This design comes from an exercise in tuning for small area on the open sky130 flow, not from production work. The RTL was checked by simulation tests, not by an equivalence proof against the original design.

==> cedar: inputs <==
==> flow/design.v <==
`default_nettype none
package ntrpt_pkg;
  localparam int DATA_W = 32;
  localparam int DEPTH = 16;
  localparam int CNT_W = $clog2(DEPTH + 1);
  localparam int CAUSE_W = 16;
  localparam logic [CAUSE_W-1:0] MTIP_CAUSE = 16'h0080;
  typedef logic [CNT_W-1:0] count_t;
endpackage
`default_nettype wire
`timescale 1ns/1ps
`default_nettype none
module fifo_occupancy (
  input  logic        clk,
  input  logic        reset,
  input  logic        push,
  input  logic        pop,
  output logic        push_acc,
  output logic        pop_acc,
  output ntrpt_pkg::count_t count,
  output logic        pndng,
  output logic        full
);
  ntrpt_pkg::count_t cnt_q;
  ntrpt_pkg::count_t cnt_d;
  logic   push_ok;
  logic   pop_ok;
  assign pop_ok  = pop && (cnt_q != '0);
  assign push_ok = push && ((cnt_q < ntrpt_pkg::count_t'(ntrpt_pkg::DEPTH)) || pop_ok);
  always_comb begin
    cnt_d = cnt_q;
    if (push_ok && !pop_ok) begin
      cnt_d = cnt_q + 1'b1;
    end else if (pop_ok && !push_ok) begin
      cnt_d = cnt_q - 1'b1;
    end
  end
  always_ff @(posedge clk or posedge reset) begin
    if (reset) begin
      cnt_q <= '0;
    end else begin
      cnt_q <= cnt_d;
    end
  end
  assign push_acc = push_ok;
  assign pop_acc  = pop_ok;
  assign count    = cnt_q;
  assign pndng = (cnt_q != '0);
  assign full  = (cnt_q == ntrpt_pkg::count_t'(ntrpt_pkg::DEPTH));
endmodule
`default_nettype wire
`timescale 1ns/1ps
`default_nettype none
module shift_store (
  input  logic                            clk,
  input  logic                            reset,
  input  logic                            push_acc,
  input  logic                            pop_acc,
  input  ntrpt_pkg::count_t count,
  input  logic [ntrpt_pkg::DATA_W-1:0]               wr_data,
  output logic [ntrpt_pkg::DEPTH-1:0][ntrpt_pkg::DATA_W-1:0]    entries,
  output logic [ntrpt_pkg::DEPTH-1:0]                valid
);
  logic [ntrpt_pkg::DEPTH-1:0][ntrpt_pkg::DATA_W-1:0] nxt_entries;
  logic [ntrpt_pkg::DEPTH-1:0]             nxt_valid;
  always_comb begin
    nxt_entries = entries;
    nxt_valid   = valid;
    if (pop_acc) begin
      for (int i = 0; i < ntrpt_pkg::DEPTH; i++) begin
        if (count == ntrpt_pkg::count_t'(i + 1)) begin
          nxt_entries[i] = '0;
          nxt_valid[i]   = 1'b0;
        end
      end
    end
    if (push_acc) begin
      for (int i = ntrpt_pkg::DEPTH - 1; i > 0; i--) begin
        nxt_entries[i] = nxt_entries[i-1];
        nxt_valid[i]   = nxt_valid[i-1];
      end
      nxt_entries[0] = wr_data;
      nxt_valid[0]   = 1'b1;
    end
  end
  always_ff @(posedge clk or posedge reset) begin
    if (reset) begin
      entries <= '0;
      valid   <= '0;
    end else begin
      entries <= nxt_entries;
      valid   <= nxt_valid;
    end
  end
endmodule
`default_nettype wire
`timescale 1ns/1ps
`default_nettype none
module read_select (
  input  logic [ntrpt_pkg::DEPTH-1:0][ntrpt_pkg::DATA_W-1:0] entries,
  input  logic [ntrpt_pkg::DEPTH-1:0]             valid,
  output logic [ntrpt_pkg::DATA_W-1:0]            dout
);
  always_comb begin
    dout = '0;
    for (int i = 0; i < ntrpt_pkg::DEPTH; i++) begin
      if (valid[i]) begin
        dout = entries[i];
      end
    end
  end
endmodule
`default_nettype wire
`timescale 1ns/1ps
`default_nettype none
module cause_scan (
  input  logic [ntrpt_pkg::DEPTH-1:0][ntrpt_pkg::DATA_W-1:0] entries,
  input  logic [ntrpt_pkg::DEPTH-1:0]             valid,
  output logic                         mtip
);
  logic [ntrpt_pkg::DEPTH-1:0] hit;
  always_comb begin
    for (int i = 0; i < ntrpt_pkg::DEPTH; i++) begin
      hit[i] = valid[i] && (entries[i][ntrpt_pkg::CAUSE_W-1:0] == ntrpt_pkg::MTIP_CAUSE);
    end
  end
  assign mtip = |hit;
endmodule
`default_nettype wire
`timescale 1ns/1ps
`default_nettype none
module ntrpt_cam_fifo (
  input  logic              clk,
  input  logic              reset,
  input  logic              push,
  input  logic              pop,
  input  logic [31:0]       din,
  output logic [31:0]       dout,
  output logic              pndng,
  output logic              full,
  output logic              mtip
);
  logic   push_acc;
  logic   pop_acc;
  ntrpt_pkg::count_t count;
  logic [ntrpt_pkg::DEPTH-1:0][ntrpt_pkg::DATA_W-1:0] entries;
  logic [ntrpt_pkg::DEPTH-1:0]             valid;
  fifo_occupancy i_occupancy (
    .clk      (clk),
    .reset    (reset),
    .push     (push),
    .pop      (pop),
    .push_acc (push_acc),
    .pop_acc  (pop_acc),
    .count    (count),
    .pndng    (pndng),
    .full     (full)
  );
  shift_store i_store (
    .clk      (clk),
    .reset    (reset),
    .push_acc (push_acc),
    .pop_acc  (pop_acc),
    .count    (count),
    .wr_data  (din),
    .entries  (entries),
    .valid    (valid)
  );
  read_select i_read (
    .entries (entries),
    .valid   (valid),
    .dout    (dout)
  );
  cause_scan i_scan (
    .entries (entries),
    .valid   (valid),
    .mtip    (mtip)
  );
endmodule
`default_nettype wire
==> flow/run.sh <==
#!/bin/bash
# synth_recipe.tcl (not shown) runs the flow's synth.tcl, then flattens the netlist and writes it again
# the make line also repeats each setting of config.mk as NAME=value (left out here)
make -C /OpenROAD-flow-scripts/flow DESIGN_CONFIG=/design/flow/config.mk WORK_HOME=/design/flow/orfs CLKGATE_MAP_FILE= SYNTH_SCRIPT=/design/flow/synth_recipe.tcl finish
==> flow/config.mk <==
export PLATFORM = sky130hd
export DESIGN_NAME = ntrpt_cam_fifo
export DESIGN_NICKNAME = ntrpt_cam_fifo
export VERILOG_FILES = /design/flow/design.v
export SDC_FILE = /design/flow/constraint.sdc
export NUM_CORES = 4
export LEC_CHECK = 0
export CAP_MARGIN = 20
export CORE_MARGIN = 2
export CORE_UTILIZATION = 40
export SLEW_MARGIN = 20
==> flow/constraint.sdc <==
create_clock -name core_clock -period 6.0 [get_ports {clk}]
set_input_delay 1.2000 -clock core_clock [delete_from_list [all_inputs] [get_ports {clk}]]
set_output_delay 1.2000 -clock core_clock [all_outputs]
set_load 0.01 [all_outputs]
==> fjord: changes against cedar <==
==> flow/design.v (replaced) <==
`default_nettype none
package ntrpt_pkg;
  localparam int DATA_W = 32;
  localparam int DEPTH = 16;
  localparam int PTR_W = $clog2(DEPTH);
  localparam int CNT_W = $clog2(DEPTH + 1);
  localparam int CAUSE_W = 16;
  localparam logic [CAUSE_W-1:0] MTIP_CAUSE = 16'h0080;
  typedef logic [CNT_W-1:0] count_t;
  typedef logic [PTR_W:0] ptr_t;
endpackage
`default_nettype wire
`timescale 1ns/1ps
`default_nettype none
module fifo_occupancy (
  input  logic                           clk,
  input  logic                           reset,
  input  logic                           push,
  input  logic                           pop,
  output logic                           push_acc,
  output logic                           pop_acc,
  output logic [ntrpt_pkg::PTR_W-1:0]    wr_slot,
  output logic [ntrpt_pkg::PTR_W-1:0]    rd_slot,
  output logic                           pndng,
  output logic                           full
);
  ntrpt_pkg::ptr_t wr_q;
  ntrpt_pkg::ptr_t rd_q;
  logic            same_slot;
  assign same_slot = (wr_q[ntrpt_pkg::PTR_W-1:0] == rd_q[ntrpt_pkg::PTR_W-1:0]);
  assign pndng     = !(same_slot && (wr_q[ntrpt_pkg::PTR_W] == rd_q[ntrpt_pkg::PTR_W]));
  assign full      = same_slot && (wr_q[ntrpt_pkg::PTR_W] != rd_q[ntrpt_pkg::PTR_W]);
  assign pop_acc  = pop && pndng;
  assign push_acc = push && (!full || pop_acc);
  always_ff @(posedge clk or posedge reset) begin
    if (reset) begin
      wr_q <= '0;
    end else if (push_acc) begin
      wr_q <= wr_q + 1'b1;
    end
  end
  always_ff @(posedge clk or posedge reset) begin
    if (reset) begin
      rd_q <= '0;
    end else if (pop_acc) begin
      rd_q <= rd_q + 1'b1;
    end
  end
  assign wr_slot = wr_q[ntrpt_pkg::PTR_W-1:0];
  assign rd_slot = rd_q[ntrpt_pkg::PTR_W-1:0];
endmodule
`default_nettype wire
`timescale 1ns/1ps
`default_nettype none
module shift_store (
  input  logic                                               clk,
  input  logic                                               push_acc,
  input  logic [ntrpt_pkg::PTR_W-1:0]                        wr_slot,
  input  logic [ntrpt_pkg::DATA_W-1:0]                       wr_data,
  output logic [ntrpt_pkg::DEPTH-1:0][ntrpt_pkg::DATA_W-1:0] entries
);
  always_ff @(posedge clk) begin
    for (int i = 0; i < ntrpt_pkg::DEPTH; i++) begin
      if (push_acc && (wr_slot == ntrpt_pkg::PTR_W'(i))) begin
        entries[i] <= wr_data;
      end
    end
  end
endmodule
`default_nettype wire
`timescale 1ns/1ps
`default_nettype none
module read_select (
  input  logic [ntrpt_pkg::DEPTH-1:0][ntrpt_pkg::DATA_W-1:0] entries,
  input  logic [ntrpt_pkg::PTR_W-1:0]                        rd_slot,
  input  logic                                               pndng,
  output logic [ntrpt_pkg::DATA_W-1:0]                       dout
);
  logic [ntrpt_pkg::DEPTH-1:0] sel;
  always_comb begin
    for (int i = 0; i < ntrpt_pkg::DEPTH; i++) begin
      sel[i] = pndng && (rd_slot == ntrpt_pkg::PTR_W'(i));
    end
  end
  always_comb begin
    dout = '0;
    for (int i = 0; i < ntrpt_pkg::DEPTH; i++) begin
      dout = dout | (entries[i] & {ntrpt_pkg::DATA_W{sel[i]}});
    end
  end
endmodule
`default_nettype wire
`timescale 1ns/1ps
`default_nettype none
module cause_scan (
  input  logic                          clk,
  input  logic                          reset,
  input  logic                          push_acc,
  input  logic                          pop_acc,
  input  logic [ntrpt_pkg::DATA_W-1:0]  wr_data,
  input  logic [ntrpt_pkg::DATA_W-1:0]  head,
  output logic                          mtip
);
  ntrpt_pkg::count_t tcnt_q;
  logic              inc;
  logic              dec;
  assign inc = push_acc && (wr_data[ntrpt_pkg::CAUSE_W-1:0] == ntrpt_pkg::MTIP_CAUSE);
  assign dec = pop_acc  && (head[ntrpt_pkg::CAUSE_W-1:0]    == ntrpt_pkg::MTIP_CAUSE);
  always_ff @(posedge clk or posedge reset) begin
    if (reset) begin
      tcnt_q <= '0;
    end else if (inc && !dec) begin
      tcnt_q <= tcnt_q + 1'b1;
    end else if (dec && !inc) begin
      tcnt_q <= tcnt_q - 1'b1;
    end
  end
  assign mtip = (tcnt_q != '0);
endmodule
`default_nettype wire
`timescale 1ns/1ps
`default_nettype none
module ntrpt_cam_fifo (
  input  logic              clk,
  input  logic              reset,
  input  logic              push,
  input  logic              pop,
  input  logic [31:0]       din,
  output logic [31:0]       dout,
  output logic              pndng,
  output logic              full,
  output logic              mtip
);
  logic                        push_acc;
  logic                        pop_acc;
  logic [ntrpt_pkg::PTR_W-1:0] wr_slot;
  logic [ntrpt_pkg::PTR_W-1:0] rd_slot;
  logic [ntrpt_pkg::DEPTH-1:0][ntrpt_pkg::DATA_W-1:0] entries;
  fifo_occupancy i_occupancy (
    .clk      (clk),
    .reset    (reset),
    .push     (push),
    .pop      (pop),
    .push_acc (push_acc),
    .pop_acc  (pop_acc),
    .wr_slot  (wr_slot),
    .rd_slot  (rd_slot),
    .pndng    (pndng),
    .full     (full)
  );
  shift_store i_store (
    .clk      (clk),
    .push_acc (push_acc),
    .wr_slot  (wr_slot),
    .wr_data  (din),
    .entries  (entries)
  );
  read_select i_read (
    .entries (entries),
    .rd_slot (rd_slot),
    .pndng   (pndng),
    .dout    (dout)
  );
  cause_scan i_scan (
    .clk      (clk),
    .reset    (reset),
    .push_acc (push_acc),
    .pop_acc  (pop_acc),
    .wr_data  (din),
    .head     (dout),
    .mtip     (mtip)
  );
endmodule
`default_nettype wire
==> comparison <==
Of fjord and cedar, cedar has the higher global-route usage (gap 2.5 points). Die area: fjord is lower than cedar (21%). Between fjord and cedar, the lower sequential share of layout area is in cedar (gap 21 points). Between cedar and fjord, the lower final cell count is in fjord (gap 77%, measured against fjord).

==> what the ideal ports hide <==
In the flow no input, the clock included, has a driving cell. The finished layouts below were timed again as built, in two steps. Step 1 (the two cells are an assumption about what drives the block):
set clk [get_ports {clk}]
set_driving_cell -lib_cell sky130_fd_sc_hd__clkbuf_16 $clk
set_driving_cell -lib_cell sky130_fd_sc_hd__buf_2 [delete_from_list [all_inputs] $clk]
Step 2 adds t to the input delays and takes it off the output delays; t is the mean of the earliest and latest rising clock arrival at the registers after step 1. Input paths then give back, and output paths get back, about the clock's delay inside the block. a / b / c = no drivers / after step 1 / after step 2; a / b = the first two.
| run | shift t [ns] | slack for setup (ns) | worst setup path at the end | slew at the worst register clock pin (ns) | worst slew at a driven data input, ns |
|---|---|---|---|---|---|
| cedar | 0.683 | 0.781 / 0.719 / 1.402 | register to output | 0.06 / 0.06 | 0.06 |
| fjord | 0.654 | 0.375 / 0.321 / 0.975 | register to output | 0.07 / 0.07 | 0.07 |
After both steps setup and hold are still met in every run listed.
